This design comes from an exercise in tuning for a short achievable clock period and few clock cycles on the open sky130 flow, not from production work. In this exercise RTL edits were held to simulation tests only and were not proved equivalent to the original. Power is estimated from default activity; no workload was simulated.

==> 06-04 <==
Design ack_retry_pending_table, start of the top module:
module ack_retry_pending_table (
  input  logic                               clk,
  input  logic                               rst_n,
  input  logic                               in_valid,
  output logic                               in_ready,
  input  logic [artp_pkg::REQ_W-1:0]         in_req_type,
  input  logic [artp_pkg::TIME_W-1:0]        in_now_ms,
  input  logic [artp_pkg::ADDR_W-1:0]        in_dest_addr,
  input  logic [artp_pkg::KIND_W-1:0]        in_packet_kind,
  input  logic [artp_pkg::SEQ_W-1:0]         in_ack_seq,
  input  logic [artp_pkg::ADDR_W-1:0]        in_ack_source,
  output logic                               out_valid,
  input  logic                               out_ready,
  output logic [artp_pkg::EV_W-1:0]          out_event,
  output logic [artp_pkg::SLOT_W-1:0]        out_slot,
  output logic [artp_pkg::SEQ_W-1:0]         out_seq,
  output logic [artp_pkg::ADDR_W-1:0]        out_peer_addr,
  output logic [artp_pkg::KIND_W-1:0]        out_kind,
  output logic [artp_pkg::RETRY_W-1:0]       out_retry_count,
  output logic                               out_ack_needed,
  output logic [artp_pkg::LOST_W-1:0]        out_lost_total,
  output logic                               out_last,
  input  logic                               cfg_we,
  input  logic [artp_pkg::CFG_IDX_W-1:0]     cfg_idx,
  input  logic [artp_pkg::CFG_DATA_W-1:0]    cfg_wdata
);
Settings: LEC_CHECK=0, ABC_CLOCK_PERIOD_IN_PS=2000, CAP_MARGIN=20, CORE_MARGIN=2, CORE_UTILIZATION=40, SETUP_SLACK_MARGIN=4.0, SLEW_MARGIN=20, SYNTH_HIERARCHICAL=1; clock period 6.5 ns.
run.sh (not shown) runs the stock make flow with config.mk's settings and CLKGATE_MAP_FILE= SYNTH_SCRIPT=/design/flow/synth_recipe.tcl, a recipe that flattens the netlist after the stock synthesis.
==> 02-21 (differences from 06-04) <==
--- a/flow/design.v
+++ b/flow/design.v
@@ -119,16 +119,19 @@
   input  logic                clk,
   input  logic                rst_n,
   input  artp_pkg::cfg_t      cfg,
   input  logic                q_valid,
   input  artp_pkg::qent_t     q_ent,
   input  logic                q1_valid,
   input  artp_pkg::qent_t     q1_ent,
   input  artp_pkg::qent_t     i_ent,
+  input  logic [1:0][artp_pkg::TIME_W-1:0] qc_now,
+  input  logic [1:0][artp_pkg::TIME_W-1:0] qc_lo,
+  input  logic [1:0]                       qc_wrap,
   output logic                q_pop,
   input  logic                out_ready,
   output logic                out_valid,
   output artp_pkg::result_t   out_res,
   output logic                out_last
 );
   logic [SLOTS-1:0]                valid_r;
   logic [SLOTS-1:0][ADDR_W-1:0]    dest_r;
@@ -169,18 +172,25 @@
   logic [SLOTS-1:0] f1, match, tbeat, tfree, retx;
   logic [SLOTS-1:0] add_w, retx_w, valid_nxt;
   logic any_free;
   assign x_fire   = m_valid && (!b_valid || (b_one && !s_valid));
   assign match    = valid_r & m_seqm & {SLOTS{m_for_us}};
   assign tbeat    = valid_r & (so_r | (~bc_r & m_to));
   assign tfree    = valid_r & (so_r | bc_r | (m_to & ~lim_r));
   assign retx     = valid_r & ~so_r & ~bc_r & m_to & lim_r;
-  assign add_w  = (x_fire && m_add)  ? f1   : '0;
-  assign retx_w = (x_fire && m_tick) ? retx : '0;
+  logic [SLOTS-1:0] xc_m_valid, xc_m_add, xc_m_tick, xc_b_valid, xc_b_one, xc_s_valid;
+  always_comb begin
+    for (int i = 0; i < SLOTS; i++) begin
+      add_w[i]  = xc_m_valid[i] && (!xc_b_valid[i] || (xc_b_one[i] && !xc_s_valid[i])) &&
+                  xc_m_add[i] && f1[i];
+      retx_w[i] = xc_m_valid[i] && (!xc_b_valid[i] || (xc_b_one[i] && !xc_s_valid[i])) &&
+                  xc_m_tick[i] && retx[i];
+    end
+  end
   always_comb begin
     valid_nxt = valid_r;
     if (x_fire) begin
       if (m_add)  valid_nxt = valid_r | f1;
       if (m_ack)  valid_nxt = valid_r & ~match;
       if (m_tick) valid_nxt = valid_r & ~tfree;
     end
   end
@@ -218,49 +228,29 @@
   artp_reg #(.W(SLOTS*ADDR_W))       u_dest_r  (.clk(clk), .d(dest_d),  .q(dest_r));
   artp_reg #(.W(SLOTS*KIND_W))       u_kind_r  (.clk(clk), .d(kind_d),  .q(kind_r));
   artp_reg #(.W(SLOTS*SEQ_W))        u_eseq_r  (.clk(clk), .d(eseq_d),  .q(eseq_r));
   artp_reg #(.W(SLOTS*TIME_W))       u_stamp_r (.clk(clk), .d(stamp_d), .q(stamp_r));
   artp_reg #(.W(SLOTS*RETRY_W))      u_retr_r  (.clk(clk), .d(retr_d),  .q(retr_r));
   artp_reg #(.W(3*SLOTS))            u_flag_r  (.clk(clk), .d({so_d, bc_d, lim_d}),
                                                 .q({so_r, bc_r, lim_r}));
   logic m_load, to_fwd;
-  logic [SLOTS-1:0] to_cur, seqm_cur, ge_lo, le_now;
-  logic fge_lo, fle_now;
+  logic [SLOTS-1:0] to_cur, seqm_cur;
   assign m_load = x_fire || !m_valid;
   assign q_pop  = m_load && q_valid;
-  logic q1_ge, q1_le, in_ge, in_le, im_ge, im_le, fge_d, fle_d;
-  artp_ge32 u_q1_ge (.a(q_ent.req.now),  .b(q1_ent.lo),     .ge(q1_ge));
-  artp_ge32 u_q1_le (.a(q1_ent.req.now), .b(q_ent.req.now), .ge(q1_le));
-  artp_ge32 u_in_ge (.a(q_ent.req.now),  .b(i_ent.lo),      .ge(in_ge));
-  artp_ge32 u_in_le (.a(i_ent.req.now),  .b(q_ent.req.now), .ge(in_le));
-  artp_ge32 u_im_ge (.a(m_req.now),      .b(i_ent.lo),      .ge(im_ge));
-  artp_ge32 u_im_le (.a(i_ent.req.now),  .b(m_req.now),     .ge(im_le));
-  always_comb begin
-    fge_d = fge_lo;
-    fle_d = fle_now;
-    if (m_load) begin
-      fge_d = q1_valid ? q1_ge : in_ge;
-      fle_d = q1_valid ? q1_le : in_le;
-    end else if (!q_valid) begin
-      fge_d = im_ge;
-      fle_d = im_le;
-    end
-  end
-  artp_reg #(.W(2)) u_fwd_r (.clk(clk), .d({fge_d, fle_d}), .q({fge_lo, fle_now}));
-  assign to_fwd  = q_ent.wrap ? !(fge_lo || fle_now) : !(fge_lo && fle_now);
+  logic [TIME_W-1:0] m_now_c;
+  artp_reg #(.W(TIME_W)) u_m_now_c (.clk(clk), .d(m_load ? q_ent.req.now : m_now_c), .q(m_now_c));
+  artp_tmo u_fwd (.stamp(m_now_c), .now(q_ent.req.now), .lo(q_ent.lo), .wrap(q_ent.wrap),
+                  .to(to_fwd));
   for (genvar i = 0; i < SLOTS; i++) begin : g_cmp
-    artp_ge32 u_ge_lo  (.a(stamp_r[i]),     .b(q_ent.lo),   .ge(ge_lo[i]));
-    artp_ge32 u_le_now (.a(q_ent.req.now),  .b(stamp_r[i]), .ge(le_now[i]));
+    artp_tmo u_tmo (.stamp(stamp_r[i]), .now(qc_now[i/4]), .lo(qc_lo[i/4]), .wrap(qc_wrap[i/4]),
+                    .to(to_cur[i]));
   end
   always_comb begin
-    for (int i = 0; i < SLOTS; i++) begin
-      to_cur[i]   = q_ent.wrap ? !(ge_lo[i] || le_now[i]) : !(ge_lo[i] && le_now[i]);
-      seqm_cur[i] = (eseq_r[i] == q_ent.req.aseq);
-    end
+    for (int i = 0; i < SLOTS; i++) seqm_cur[i] = (eseq_r[i] == q_ent.req.aseq);
   end
   logic                m_valid_d;
   artp_pkg::req_rec_t  m_req_d;
   logic                m_add_d, m_ack_d, m_tick_d, m_for_us_d, m_kd_d, m_isbc_d;
   logic [SLOTS-1:0]    m_seqm_d, m_to_d;
   assign m_valid_d = rst_n && (m_load ? q_valid : m_valid);
   always_comb begin
     m_req_d    = m_req;
@@ -446,16 +436,21 @@
     o_last_d = o_free ? (s_valid ? s_last : b_one) : o_last;
     s_res_d  = (!o_free && b_emit) ? beat  : s_res;
     s_last_d = (!o_free && b_emit) ? b_one : s_last;
   end
   artp_reg #(.W(4)) u_os_ctl (.clk(clk), .d({o_valid_d, s_valid_d, o_last_d, s_last_d}),
                               .q({o_valid, s_valid, o_last, s_last}));
   artp_reg #(.W(RES_W)) u_o_res (.clk(clk), .d(o_res_d), .q(o_res));
   artp_reg #(.W(RES_W)) u_s_res (.clk(clk), .d(s_res_d), .q(s_res));
+  for (genvar i = 0; i < SLOTS; i++) begin : g_xc
+    artp_reg #(.W(6)) u_xc (.clk(clk),
+      .d({m_valid_d,     m_add_d,     m_tick_d,     b_valid_d,     b_one_d,     s_valid_d}),
+      .q({xc_m_valid[i], xc_m_add[i], xc_m_tick[i], xc_b_valid[i], xc_b_one[i], xc_s_valid[i]}));
+  end
   assign out_valid = o_valid;
   assign out_res   = o_res;
   assign out_last  = o_last;
 endmodule
 module artp_ge32 (
   input  logic [artp_pkg::TIME_W-1:0] a,
   input  logic [artp_pkg::TIME_W-1:0] b,
   output logic                        ge
@@ -489,47 +484,82 @@
     for (int d = 1; d < LOST_W; d = d * 2) begin
       a2 = a;
       for (int k = d; k < LOST_W; k++) a2[k] = a[k] & a[k-d];
       a = a2;
     end
     y = x ^ {a[LOST_W-2:0], 1'b1};
   end
 endmodule
+module artp_tmo (
+  input  logic [artp_pkg::TIME_W-1:0] stamp,
+  input  logic [artp_pkg::TIME_W-1:0] now,
+  input  logic [artp_pkg::TIME_W-1:0] lo,
+  input  logic                        wrap,
+  output logic                        to
+);
+  localparam int TIME_W = artp_pkg::TIME_W;
+  function automatic logic ge32(input logic [TIME_W-1:0] a, input logic [TIME_W-1:0] b);
+    logic [TIME_W-1:0] g, p, g2, p2;
+    g = a & ~b;
+    p = a | ~b;
+    for (int d = 1; d < TIME_W; d = d * 2) begin
+      g2 = g;
+      p2 = p;
+      for (int k = d; k < TIME_W; k++) begin
+        g2[k] = g[k] | (p[k] & g[k-d]);
+        p2[k] = p[k] & p[k-d];
+      end
+      g = g2;
+      p = p2;
+    end
+    ge32 = g[TIME_W-1] | p[TIME_W-1];
+  endfunction
+  logic ge_lo, le_now;
+  assign ge_lo  = ge32(stamp, lo);
+  assign le_now = ge32(now, stamp);
+  assign to = wrap ? !(ge_lo || le_now) : !(ge_lo && le_now);
+endmodule
 import artp_pkg::*;
 module artp_ctrl (
   input  logic                clk,
   input  logic                rst_n,
   input  artp_pkg::cfg_t      cfg,
   input  logic                in_valid,
   output logic                in_ready,
   input  artp_pkg::req_rec_t  in_req,
   output logic                q_valid,
   output artp_pkg::qent_t     q_ent,
   output logic                q1_valid,    
   output artp_pkg::qent_t     q1_ent,      
   output artp_pkg::qent_t     in_ent,
+  output logic [1:0][artp_pkg::TIME_W-1:0] qc_now,
+  output logic [1:0][artp_pkg::TIME_W-1:0] qc_lo,
+  output logic [1:0]                       qc_wrap,
   input  logic                q_pop
 );
   artp_pkg::qent_t q0_r, q1_r, i_ent;
   artp_pkg::req_rec_t i_r;
-  logic [TIME_W-1:0] i_lo;      
-  logic i_wrap;                 
+  logic [TMO_W-1:0] i_lo16;     
+  logic i_b16;                  
   logic i_v, q0_v, q1_v, rdy_r;
   logic i_mv, q0_v_nxt, q1_v_nxt, i_v_nxt;
   artp_pkg::req_rec_t i_d;
-  logic [TIME_W:0] lo_in, lo_d;
+  logic [TMO_W:0] lo16_in, lo16_d;
+  logic [TMO_W-1:0] hi16;
+  logic hi_b;
   artp_pkg::qent_t q0_d, q1_d;
   logic rdy_d, i_v_d, q0_v_d, q1_v_d;
   assign i_d = rdy_r ? in_req : i_r;
-  artp_sub32 u_sub (.a(in_req.now), .b(cfg.ack_timeout_ms), .y(lo_in));
-  assign lo_d = rdy_r ? lo_in : {i_wrap, i_lo};
+  artp_sub16 u_sub (.a(in_req.now[TMO_W-1:0]), .b(cfg.ack_timeout_ms), .y(lo16_in));
+  assign lo16_d = rdy_r ? lo16_in : {i_b16, i_lo16};
+  artp_dec16 u_dec (.a(i_r.now[TIME_W-1:TMO_W]), .b(i_b16), .y({hi_b, hi16}));
   assign i_ent.req  = i_r;
-  assign i_ent.lo   = i_lo;
-  assign i_ent.wrap = i_wrap;
+  assign i_ent.lo   = {hi16, i_lo16};
+  assign i_ent.wrap = hi_b;
   assign i_mv = i_v && (!q1_v || q_pop);
   always_comb begin
     q0_v_nxt = q0_v;
     q1_v_nxt = q1_v;
     if (q_pop) begin
       q0_v_nxt = q1_v || i_v;
       q1_v_nxt = q1_v && i_v;
     end else if (!q0_v) begin
@@ -551,55 +581,74 @@
       q1_d = i_ent;
     end else if (!q0_v) begin
       q0_d = i_ent;
     end else if (!q1_v) begin
       q1_d = i_ent;
     end
   end
   artp_reg #(.W(REQ_REC_W))  u_i_r  (.clk(clk), .d(i_d),  .q(i_r));
-  artp_reg #(.W(TIME_W+1))   u_i_lo (.clk(clk), .d(lo_d), .q({i_wrap, i_lo}));
+  artp_reg #(.W(TMO_W+1))    u_i_lo (.clk(clk), .d(lo16_d), .q({i_b16, i_lo16}));
   artp_reg #(.W(QENT_W)) u_q0_r (.clk(clk), .d(q0_d), .q(q0_r));
+  artp_reg #(.W(2*TIME_W+1)) u_qc0 (.clk(clk), .d({q0_d.req.now, q0_d.lo, q0_d.wrap}),
+                                   .q({qc_now[0], qc_lo[0], qc_wrap[0]}));
+  artp_reg #(.W(2*TIME_W+1)) u_qc1 (.clk(clk), .d({q0_d.req.now, q0_d.lo, q0_d.wrap}),
+                                   .q({qc_now[1], qc_lo[1], qc_wrap[1]}));
   artp_reg #(.W(QENT_W)) u_q1_r (.clk(clk), .d(q1_d), .q(q1_r));
   artp_reg #(.W(4)) u_ctl_r (.clk(clk), .d({i_v_d, q0_v_d, q1_v_d, rdy_d}),
                              .q({i_v, q0_v, q1_v, rdy_r}));
   assign in_ready = rdy_r;
   assign q_valid  = q0_v;
   assign q_ent    = q0_r;
   assign q1_valid = q1_v;
   assign q1_ent   = q1_r;
   assign in_ent   = i_ent;
 endmodule
-module artp_sub32 (
-  input  logic [artp_pkg::TIME_W-1:0] a,
-  input  logic [artp_pkg::TMO_W-1:0]  b,
-  output logic [artp_pkg::TIME_W:0]   y
+module artp_sub16 (
+  input  logic [artp_pkg::TMO_W-1:0] a,
+  input  logic [artp_pkg::TMO_W-1:0] b,
+  output logic [artp_pkg::TMO_W:0]   y
 );
-  localparam int TIME_W = artp_pkg::TIME_W;
-  localparam int TMO_W  = artp_pkg::TMO_W;
-  logic [TIME_W-1:0] bb, g, p, p2, c, gn, pn;
+  localparam int W = artp_pkg::TMO_W;
+  logic [W-1:0] g, p, p2, c, gn, pn;
   always_comb begin
-    bb = {{(TIME_W-TMO_W){1'b0}}, b};
-    g = a & ~bb;
-    p = a ^ ~bb;
+    g = a & ~b;
+    p = a ^ ~b;
     g[0] = g[0] | p[0];
-    p2 = a | ~bb;
+    p2 = a | ~b;
     p2[0] = 1'b0;
-    for (int d = 1; d < TIME_W; d = d * 2) begin
+    for (int d = 1; d < W; d = d * 2) begin
       gn = g;
       pn = p2;
-      for (int k = d; k < TIME_W; k++) begin
+      for (int k = d; k < W; k++) begin
         gn[k] = g[k] | (p2[k] & g[k-d]);
         pn[k] = p2[k] & p2[k-d];
       end
       g = gn;
       p2 = pn;
     end
-    c = {g[TIME_W-2:0], 1'b1};
-    y = {!g[TIME_W-1], p ^ c};
+    c = {g[W-2:0], 1'b1};
+    y = {!g[W-1], p ^ c};
+  end
+endmodule
+module artp_dec16 (
+  input  logic [artp_pkg::TMO_W-1:0] a,
+  input  logic                       b,
+  output logic [artp_pkg::TMO_W:0]   y
+);
+  localparam int W = artp_pkg::TMO_W;
+  logic [W-1:0] z, zn;
+  always_comb begin
+    z = ~a;
+    for (int d = 1; d < W; d = d * 2) begin
+      zn = z;
+      for (int k = d; k < W; k++) zn[k] = z[k] & z[k-d];
+      z = zn;
+    end
+    y = {b & z[W-1], a ^ ({z[W-2:0], 1'b1} & {W{b}})};
   end
 endmodule
 module artp_reg #(
   parameter int W = 1
 ) (
   input  logic         clk,
   input  logic [W-1:0] d,
   output logic [W-1:0] q
@@ -633,16 +682,18 @@
   input  logic [artp_pkg::CFG_IDX_W-1:0]     cfg_idx,
   input  logic [artp_pkg::CFG_DATA_W-1:0]    cfg_wdata
 );
   localparam int SLOTS = SLOTS_DEF;
   artp_pkg::cfg_t       cfg;
   artp_pkg::req_rec_t   in_req;
   artp_pkg::qent_t      q_ent, q1_ent, i_ent;
   logic                 q1_valid;
+  logic [1:0][artp_pkg::TIME_W-1:0] qc_now, qc_lo;
+  logic [1:0]           qc_wrap;
   artp_pkg::result_t    out_res;
   logic                 q_valid, q_pop;
   assign in_req.typ  = in_req_type;
   assign in_req.now  = in_now_ms;
   assign in_req.dest = in_dest_addr;
   assign in_req.kind = in_packet_kind;
   assign in_req.aseq = in_ack_seq;
   assign in_req.asrc = in_ack_source;
@@ -661,27 +712,33 @@
     .in_valid (in_valid),
     .in_ready (in_ready),
     .in_req   (in_req),
     .q_valid  (q_valid),
     .q_ent    (q_ent),
     .q1_valid (q1_valid),
     .q1_ent   (q1_ent),
     .in_ent   (i_ent),
+    .qc_now   (qc_now),
+    .qc_lo    (qc_lo),
+    .qc_wrap  (qc_wrap),
     .q_pop    (q_pop)
   );
   artp_dp #(.SLOTS(SLOTS)) u_dp (
     .clk       (clk),
     .rst_n     (rst_n),
     .cfg       (cfg),
     .q_valid   (q_valid),
     .q_ent     (q_ent),
     .q1_valid  (q1_valid),
     .q1_ent    (q1_ent),
     .i_ent     (i_ent),
+    .qc_now    (qc_now),
+    .qc_lo     (qc_lo),
+    .qc_wrap   (qc_wrap),
     .q_pop     (q_pop),
     .out_ready (out_ready),
     .out_valid (out_valid),
     .out_res   (out_res),
     .out_last  (out_last)
   );
   assign out_event       = out_res.ev;
   assign out_slot        = out_res.slot;
==> 03-06 (differences from 06-04) <==
--- a/flow/design.v
+++ b/flow/design.v
@@ -119,16 +119,19 @@
   input  logic                clk,
   input  logic                rst_n,
   input  artp_pkg::cfg_t      cfg,
   input  logic                q_valid,
   input  artp_pkg::qent_t     q_ent,
   input  logic                q1_valid,
   input  artp_pkg::qent_t     q1_ent,
   input  artp_pkg::qent_t     i_ent,
+  input  logic [1:0][artp_pkg::TIME_W-1:0] qc_now,
+  input  logic [1:0][artp_pkg::TIME_W-1:0] qc_lo,
+  input  logic [1:0]                       qc_wrap,
   output logic                q_pop,
   input  logic                out_ready,
   output logic                out_valid,
   output artp_pkg::result_t   out_res,
   output logic                out_last
 );
   logic [SLOTS-1:0]                valid_r;
   logic [SLOTS-1:0][ADDR_W-1:0]    dest_r;
@@ -169,18 +172,25 @@
   logic [SLOTS-1:0] f1, match, tbeat, tfree, retx;
   logic [SLOTS-1:0] add_w, retx_w, valid_nxt;
   logic any_free;
   assign x_fire   = m_valid && (!b_valid || (b_one && !s_valid));
   assign match    = valid_r & m_seqm & {SLOTS{m_for_us}};
   assign tbeat    = valid_r & (so_r | (~bc_r & m_to));
   assign tfree    = valid_r & (so_r | bc_r | (m_to & ~lim_r));
   assign retx     = valid_r & ~so_r & ~bc_r & m_to & lim_r;
-  assign add_w  = (x_fire && m_add)  ? f1   : '0;
-  assign retx_w = (x_fire && m_tick) ? retx : '0;
+  logic [SLOTS-1:0] xc_m_valid, xc_m_add, xc_m_tick, xc_b_valid, xc_b_one, xc_s_valid;
+  always_comb begin
+    for (int i = 0; i < SLOTS; i++) begin
+      add_w[i]  = xc_m_valid[i] && (!xc_b_valid[i] || (xc_b_one[i] && !xc_s_valid[i])) &&
+                  xc_m_add[i] && f1[i];
+      retx_w[i] = xc_m_valid[i] && (!xc_b_valid[i] || (xc_b_one[i] && !xc_s_valid[i])) &&
+                  xc_m_tick[i] && retx[i];
+    end
+  end
   always_comb begin
     valid_nxt = valid_r;
     if (x_fire) begin
       if (m_add)  valid_nxt = valid_r | f1;
       if (m_ack)  valid_nxt = valid_r & ~match;
       if (m_tick) valid_nxt = valid_r & ~tfree;
     end
   end
@@ -243,22 +253,22 @@
     end else if (!q_valid) begin
       fge_d = im_ge;
       fle_d = im_le;
     end
   end
   artp_reg #(.W(2)) u_fwd_r (.clk(clk), .d({fge_d, fle_d}), .q({fge_lo, fle_now}));
   assign to_fwd  = q_ent.wrap ? !(fge_lo || fle_now) : !(fge_lo && fle_now);
   for (genvar i = 0; i < SLOTS; i++) begin : g_cmp
-    artp_ge32 u_ge_lo  (.a(stamp_r[i]),     .b(q_ent.lo),   .ge(ge_lo[i]));
-    artp_ge32 u_le_now (.a(q_ent.req.now),  .b(stamp_r[i]), .ge(le_now[i]));
+    artp_ge32 u_ge_lo  (.a(stamp_r[i]),         .b(qc_lo[i/4]), .ge(ge_lo[i]));
+    artp_ge32 u_le_now (.a(qc_now[i/4]),        .b(stamp_r[i]), .ge(le_now[i]));
   end
   always_comb begin
     for (int i = 0; i < SLOTS; i++) begin
-      to_cur[i]   = q_ent.wrap ? !(ge_lo[i] || le_now[i]) : !(ge_lo[i] && le_now[i]);
+      to_cur[i]   = qc_wrap[i/4] ? !(ge_lo[i] || le_now[i]) : !(ge_lo[i] && le_now[i]);
       seqm_cur[i] = (eseq_r[i] == q_ent.req.aseq);
     end
   end
   logic                m_valid_d;
   artp_pkg::req_rec_t  m_req_d;
   logic                m_add_d, m_ack_d, m_tick_d, m_for_us_d, m_kd_d, m_isbc_d;
   logic [SLOTS-1:0]    m_seqm_d, m_to_d;
   assign m_valid_d = rst_n && (m_load ? q_valid : m_valid);
@@ -446,16 +456,21 @@
     o_last_d = o_free ? (s_valid ? s_last : b_one) : o_last;
     s_res_d  = (!o_free && b_emit) ? beat  : s_res;
     s_last_d = (!o_free && b_emit) ? b_one : s_last;
   end
   artp_reg #(.W(4)) u_os_ctl (.clk(clk), .d({o_valid_d, s_valid_d, o_last_d, s_last_d}),
                               .q({o_valid, s_valid, o_last, s_last}));
   artp_reg #(.W(RES_W)) u_o_res (.clk(clk), .d(o_res_d), .q(o_res));
   artp_reg #(.W(RES_W)) u_s_res (.clk(clk), .d(s_res_d), .q(s_res));
+  for (genvar i = 0; i < SLOTS; i++) begin : g_xc
+    artp_reg #(.W(6)) u_xc (.clk(clk),
+      .d({m_valid_d,     m_add_d,     m_tick_d,     b_valid_d,     b_one_d,     s_valid_d}),
+      .q({xc_m_valid[i], xc_m_add[i], xc_m_tick[i], xc_b_valid[i], xc_b_one[i], xc_s_valid[i]}));
+  end
   assign out_valid = o_valid;
   assign out_res   = o_res;
   assign out_last  = o_last;
 endmodule
 module artp_ge32 (
   input  logic [artp_pkg::TIME_W-1:0] a,
   input  logic [artp_pkg::TIME_W-1:0] b,
   output logic                        ge
@@ -502,16 +517,19 @@
   input  logic                in_valid,
   output logic                in_ready,
   input  artp_pkg::req_rec_t  in_req,
   output logic                q_valid,
   output artp_pkg::qent_t     q_ent,
   output logic                q1_valid,    
   output artp_pkg::qent_t     q1_ent,      
   output artp_pkg::qent_t     in_ent,
+  output logic [1:0][artp_pkg::TIME_W-1:0] qc_now,
+  output logic [1:0][artp_pkg::TIME_W-1:0] qc_lo,
+  output logic [1:0]                       qc_wrap,
   input  logic                q_pop
 );
   artp_pkg::qent_t q0_r, q1_r, i_ent;
   artp_pkg::req_rec_t i_r;
   logic [TIME_W-1:0] i_lo;      
   logic i_wrap;                 
   logic i_v, q0_v, q1_v, rdy_r;
   logic i_mv, q0_v_nxt, q1_v_nxt, i_v_nxt;
@@ -553,16 +571,20 @@
       q0_d = i_ent;
     end else if (!q1_v) begin
       q1_d = i_ent;
     end
   end
   artp_reg #(.W(REQ_REC_W))  u_i_r  (.clk(clk), .d(i_d),  .q(i_r));
   artp_reg #(.W(TIME_W+1))   u_i_lo (.clk(clk), .d(lo_d), .q({i_wrap, i_lo}));
   artp_reg #(.W(QENT_W)) u_q0_r (.clk(clk), .d(q0_d), .q(q0_r));
+  artp_reg #(.W(2*TIME_W+1)) u_qc0 (.clk(clk), .d({q0_d.req.now, q0_d.lo, q0_d.wrap}),
+                                   .q({qc_now[0], qc_lo[0], qc_wrap[0]}));
+  artp_reg #(.W(2*TIME_W+1)) u_qc1 (.clk(clk), .d({q0_d.req.now, q0_d.lo, q0_d.wrap}),
+                                   .q({qc_now[1], qc_lo[1], qc_wrap[1]}));
   artp_reg #(.W(QENT_W)) u_q1_r (.clk(clk), .d(q1_d), .q(q1_r));
   artp_reg #(.W(4)) u_ctl_r (.clk(clk), .d({i_v_d, q0_v_d, q1_v_d, rdy_d}),
                              .q({i_v, q0_v, q1_v, rdy_r}));
   assign in_ready = rdy_r;
   assign q_valid  = q0_v;
   assign q_ent    = q0_r;
   assign q1_valid = q1_v;
   assign q1_ent   = q1_r;
@@ -633,16 +655,18 @@
   input  logic [artp_pkg::CFG_IDX_W-1:0]     cfg_idx,
   input  logic [artp_pkg::CFG_DATA_W-1:0]    cfg_wdata
 );
   localparam int SLOTS = SLOTS_DEF;
   artp_pkg::cfg_t       cfg;
   artp_pkg::req_rec_t   in_req;
   artp_pkg::qent_t      q_ent, q1_ent, i_ent;
   logic                 q1_valid;
+  logic [1:0][artp_pkg::TIME_W-1:0] qc_now, qc_lo;
+  logic [1:0]           qc_wrap;
   artp_pkg::result_t    out_res;
   logic                 q_valid, q_pop;
   assign in_req.typ  = in_req_type;
   assign in_req.now  = in_now_ms;
   assign in_req.dest = in_dest_addr;
   assign in_req.kind = in_packet_kind;
   assign in_req.aseq = in_ack_seq;
   assign in_req.asrc = in_ack_source;
@@ -661,27 +685,33 @@
     .in_valid (in_valid),
     .in_ready (in_ready),
     .in_req   (in_req),
     .q_valid  (q_valid),
     .q_ent    (q_ent),
     .q1_valid (q1_valid),
     .q1_ent   (q1_ent),
     .in_ent   (i_ent),
+    .qc_now   (qc_now),
+    .qc_lo    (qc_lo),
+    .qc_wrap  (qc_wrap),
     .q_pop    (q_pop)
   );
   artp_dp #(.SLOTS(SLOTS)) u_dp (
     .clk       (clk),
     .rst_n     (rst_n),
     .cfg       (cfg),
     .q_valid   (q_valid),
     .q_ent     (q_ent),
     .q1_valid  (q1_valid),
     .q1_ent    (q1_ent),
     .i_ent     (i_ent),
+    .qc_now    (qc_now),
+    .qc_lo     (qc_lo),
+    .qc_wrap   (qc_wrap),
     .q_pop     (q_pop),
     .out_ready (out_ready),
     .out_valid (out_valid),
     .out_res   (out_res),
     .out_last  (out_last)
   );
   assign out_event       = out_res.ev;
   assign out_slot        = out_res.slot;
==> run_results.csv <==
group,metric,value,unit
outcome,status,"complete, no violations",
hold_path,holdPathEnd,"u_dp.u_m_req.q[12]",
placed_design,dp_hpwl,152600,um
critical_path,reg2reg_to,"u_ctrl.u_i_lo.q[20]",
floorplanning,die_y,416.9,um
power,p_int,16.85,mW
global_route,antenna_found_initial,8,
The numbers above come from 03-06.

==> run_results.csv <==
group,metric,value,unit
layout,biggestCellCategory,"multi-input gates",
detailed_routing,num_vias,50710,
floorplanning,die_y,410.5,um
critical_path,reg2reg_to,"u_dp.u_m_cmp.q[3]",
outcome,status,"complete, no violations",
global_route,antenna_found_initial,5,
layout,inv_count,476,
synthesis,synth_nets,7023,
placed_design,dp_hpwl,135000,um
hold_path,holdPathEnd,"u_dp.u_m_req.q[2]",
The numbers above come from 02-21.

==> run_results.csv <==
group,metric,value,unit
outcome,status,"complete, no violations",
power,p_int,15.14,mW
synthesis,syn-cell-area,64600,um2
global_route,antenna_found_initial,3,
hold_path,holdPathEnd,"u_dp.u_m_req.q[7]",
global_route,grt_overflow,0,
cts,cts_setup_buffers,135,
critical_path,reg2reg_to,"u_dp.u_m_cmp.q[2]",
detailed_routing,wl_met2,99720,um
detailed_routing,viasPerCell,5.646,
floorplanning,die_y,405.9,um
The numbers above come from 06-04.

Testbench counts of 06-04, summed over its fixed seeds: cycles 5,967.
Testbench counts of 02-21, summed over its fixed seeds: cycles 5,967.
Testbench counts of 03-06, summed over its fixed seeds: cycles 5,967.

-- port drivers added, routing unchanged --
The flow's constraints put no driver on any port. The routed layouts listed below were extracted and timed again, unchanged, in two steps.
Step 1, drivers: a clkbuf_16 drives clk and a buf_2 each remaining input, both assumed.
Step 2, shift: input delay + t, output delay - t, t = (earliest + latest rising clock arrival at the registers) / 2. This alone moves slack from input paths to output paths.
Three values: no drivers, after step 1, after step 2; two values: the first two.
| run | t (ns) | slack for setup (ns) | worst hold slack (ns) | clock arrival spread, ns | slew at the worst register clock pin (ns) |
|---|---|---|---|---|---|
| 06-04 | 0.859 | 3.721 / 3.751 / 2.894 | 0.434 / 0.434 / 0.434 | 0.048 / 0.049 | 0.06 / 0.06 |
| 02-21 | 0.861 | 3.739 / 3.661 / 3.155 | 0.430 / 0.430 / 0.430 | 0.038 / 0.038 | 0.07 / 0.07 |
| 03-06 | 0.869 | 3.692 / 3.671 / 2.802 | 0.435 / 0.435 / 0.435 | 0.039 / 0.039 | 0.07 / 0.07 |
After both steps every run listed still meets setup and hold. For 03-06, which loses most, drivers alone change the setup slack by -0.021 ns; drivers and shift together by -0.890 ns.
